What follows belongs to an exercise in optimizing a design on an open flow for small area; a production flow would make more cautious choices.
RTL that was checked went through simulation tests only; none was proved equivalent to the original.
Power is estimated from default activity; no workload was simulated.

build 94:
// decode_stage
module decode_stage (
    input  logic                                 clock,
    input  logic                                 reset,
    input  logic                                 clear,
    input  logic                                 stall,
    input  logic [4*32-1:0]       instructions,
    input  logic [4*32-1:0]       pcs,
    output logic [4*5-1:0] rd,
    output logic [4*5-1:0] rs,
    output logic [4*5-1:0] rt,
    output logic [4*3-1:0]           command,
    output logic [4*6-1:0]           control_signal,
    output logic [4-1:0]             sel_imm,
    output logic [4*32-1:0]       imm,
    output logic [4*32-1:0]       target_pc,
    output logic [4*32-1:0]       out_pcs
);
    logic [4*32-1:0] slot_words;
    logic [4*32-1:0] slot_pcs;
    decode_stage_reg stage_reg_i (
        .clock        (clock),
        .reset        (reset),
        .clear        (clear),
        .stall        (stall),
        .instructions (instructions),
        .pcs          (pcs),
        .slot_words   (slot_words),
        .slot_pcs     (slot_pcs)
    );
    for (genvar i = 0; i < 4; i++) begin : g_slot
        logic is_branch, rs_used, rt_used, rd_from_rd, rd_from_rt;
        logic imm_shamt, imm_low, imm_upper, imm_sign, imm_link, tgt_sum, tgt_jump;
        slot_decoder decoder_i (
            .word           (slot_words[i*32 +: 32]),
            .is_branch      (is_branch),
            .command        (command[i*3 +: 3]),
            .control_signal (control_signal[i*6 +: 6]),
            .sel_imm        (sel_imm[i]),
            .rs_used        (rs_used),
            .rt_used        (rt_used),
            .rd_from_rd     (rd_from_rd),
            .rd_from_rt     (rd_from_rt),
            .imm_shamt      (imm_shamt),
            .imm_low        (imm_low),
            .imm_upper      (imm_upper),
            .imm_sign       (imm_sign),
            .imm_link       (imm_link),
            .tgt_sum        (tgt_sum),
            .tgt_jump       (tgt_jump)
        );
        operand_former former_i (
            .word       (slot_words[i*32 +: 32]),
            .pc         (slot_pcs[i*32 +: 32]),
            .is_branch  (is_branch),
            .rs_used    (rs_used),
            .rt_used    (rt_used),
            .rd_from_rd (rd_from_rd),
            .rd_from_rt (rd_from_rt),
            .imm_shamt  (imm_shamt),
  ...
For scale: ~1500 cells after synthesis, roughly 260 flip-flops, roughly 740 I/O pins.
==> flow/config.mk <==
export PLATFORM = sky130hd
export DESIGN_NAME = decode_stage
export DESIGN_NICKNAME = decode_stage
export VERILOG_FILES = /design/flow/design.v
export SDC_FILE = /design/flow/constraint.sdc
export NUM_CORES = 4
export LEC_CHECK = 0
export CAP_MARGIN = 20
export CORE_MARGIN = 2
export CORE_UTILIZATION = 30
export PLACE_DENSITY = 0.5
export SLEW_MARGIN = 20
export SYNTH_HIERARCHICAL = 1
==> flow/constraint.sdc <==
create_clock -name core_clock -period 7.0 [get_ports {clock}]
set_input_delay 1.4000 -clock core_clock [delete_from_list [all_inputs] [get_ports {clock}]]
set_output_delay 1.4000 -clock core_clock [all_outputs]
set_load 0.01 [all_outputs]
standard.sh (not shown) runs the stock make flow with config.mk's settings and CLKGATE_MAP_FILE= SYNTH_SCRIPT=/design/flow/synth_recipe.tcl, a recipe that flattens the netlist after the stock synthesis.
==> flow/flow/run.sh <==
#!/bin/bash
# Standard layout, with the smallest buffer on every port and a clock tree of few, large clusters.
set -euo pipefail
bash standard.sh 'BUFFER_PORTS_ARGS=-buffer_cell sky130_fd_sc_hd__buf_1' \
  'CTS_ARGS=-sink_clustering_enable -repair_clock_nets -dont_use_dummy_load -buf_list sky130_fd_sc_hd__clkbuf_8 -sink_clustering_size 16 -sink_clustering_max_diameter 80' \
  finish > make_finish.log 2>&1
diff inputs: build 94 => build 77
- SLEW_MARGIN now 0, was 20
- CAP_MARGIN now 0, was 20
Notes after the runs:
- Sort build 94 and build 77 by worst path setup slack after routing, ascending, and build 94 comes first.
- On total power per unit cell area, build 94 and build 77 are neck and neck.
- When build 77 is measured against build 94, its detailed-routed wire length on met3 turns out 23 um higher.
- Per the comparison of build 77 with build 94, part of the total power dissipated in the clock network roughly the same; average wire per cell in the routed design roughly the same; final area roughly the same.
Here is what was changed in the inputs of build 21 compared with build 77.
- CAP_MARGIN: 0 -> 20
- SLEW_MARGIN: 0 -> 20
==> flow/flow/run.sh <==
#!/bin/bash
# Standard layout, with the smallest buffer on every port and a clock tree of few, large clusters.
set -euo pipefail
bash standard.sh 'BUFFER_PORTS_ARGS=-buffer_cell sky130_fd_sc_hd__buf_1' \
  'CTS_ARGS=-sink_clustering_enable -repair_clock_nets -dont_use_dummy_load -buf_list sky130_fd_sc_hd__clkbuf_16 -sink_clustering_size 24 -sink_clustering_max_diameter 120' \
  finish > make_finish.log 2>&1
### Flow results
- NOTE: cell internal power dissipation in build 21 exceeds that of build 77
- Compared with build 77, build 21 has less setup slack.
- The routed length on met1 of build 21 is higher than that of build 77.
- Between build 21 and build 77, the non-clock buffer total of the final layout does not differ in any meaningful way.
No run of this note included a check of the RTL's function; only the layout flow was run.


decode_stage, a different RTL version from the one above (not shown whole).
For scale: roughly 1,500 cells after synthesis, ~740 I/O pins, roughly 0.015 mm2 of cells after synthesis.
## decode_stage
module decode_stage (
    input  logic                                 clock,
    input  logic                                 reset,
    input  logic                                 clear,
    input  logic                                 stall,
    input  logic [4*32-1:0]       instructions,
    input  logic [4*32-1:0]       pcs,
    output logic [4*5-1:0] rd,
    output logic [4*5-1:0] rs,
    output logic [4*5-1:0] rt,
    output logic [4*3-1:0]           command,
    output logic [4*6-1:0]           control_signal,
    output logic [4-1:0]             sel_imm,
    output logic [4*32-1:0]       imm,
    output logic [4*32-1:0]       target_pc,
    output logic [4*32-1:0]       out_pcs
);
==> flow/config.mk <==
export PLATFORM = sky130hd
export DESIGN_NAME = decode_stage
export DESIGN_NICKNAME = decode_stage
export VERILOG_FILES = /design/flow/design.v
export SDC_FILE = /design/flow/constraint.sdc
export NUM_CORES = 4
export LEC_CHECK = 0
export CAP_MARGIN = 20
export CORE_MARGIN = 2
export CORE_UTILIZATION = 30
export PLACE_DENSITY = 0.5
export SLEW_MARGIN = 20
export SYNTH_HIERARCHICAL = 1
==> flow/constraint.sdc <==
create_clock -name core_clock -period 7.0 [get_ports {clock}]
set_input_delay 1.4000 -clock core_clock [delete_from_list [all_inputs] [get_ports {clock}]]
set_output_delay 1.4000 -clock core_clock [all_outputs]
set_load 0.01 [all_outputs]
==> flow/flow/run.sh <==
#!/bin/bash
# Standard layout, with the smallest buffer on every port and a clock tree of clkbuf_8 buffers, each
# driving a cluster of at most 16 flip-flops, without dummy loads.
set -euo pipefail
bash standard.sh 'BUFFER_PORTS_ARGS=-buffer_cell sky130_fd_sc_hd__buf_1' \
  'CTS_ARGS=-sink_clustering_enable -repair_clock_nets -dont_use_dummy_load -buf_list sky130_fd_sc_hd__clkbuf_8 -sink_clustering_size 16 -sink_clustering_max_diameter 80' \
  finish > make_finish.log 2>&1
The starting point ran to the end with no violations.
Change:
Settings changed: PLACE_DENSITY 0.5 to 0.35.
Fmax came out lower slightly.
Wire length came out higher by a little under a tenth.
Utilization came out higher by 0.20 points.
Global-route usage came out higher by 2.6 points.
Sequential power stays flat.
Final area came out higher slightly.
Area after synthesis stays the same.
Combinational power came out higher by a few percent.
Synthesized cell count stays the same.
Sequential share of layout area came out lower by 0.11 points.

-- static timing again, ports no longer ideal --
In the flow no input, the clock included, has a driving cell. The finished layouts below were timed again as built, in two steps.
Step 1, drivers: a clkbuf_16 drives clock and a buf_2 each remaining input, both assumed.
Step 2 adds t to the input delays and takes it off the output delays; t is the mean of the earliest and latest rising clock arrival at the registers after step 1. Input paths then give back, and output paths get back, about the clock's delay inside the block.
Slacks: no drivers / after step 1 / after step 2; pairs: no drivers / after step 1.
| run | t (ns) | setup slack, ns | hold WS [ns] | worst setup path at the end | pins driven straight from the clock port |
|---|---|---|---|---|---|
| build 94 | 0.661 | 0.193 / 0.141 / 0.802 | 0.510 / 0.510 / 0.510 | register to output | 1 |
| build 77 | 0.663 | 0.207 / 0.155 / 0.818 | 0.510 / 0.510 / 0.510 | register to output | 1 |
| build 21 | 0.557 | 0.190 / 0.138 / 0.695 | 0.516 / 0.516 / 0.516 | register to output | 1 |
| the first run of note 2 | 0.639 | 0.250 / 0.203 / 0.842 | 0.508 / 0.508 / 0.508 | register to output | 1 |
| the second run of note 2 | 0.671 | 0.208 / 0.150 / 0.822 | 0.508 / 0.508 / 0.508 | register to output | 1 |
After both steps every run listed still meets setup and hold.
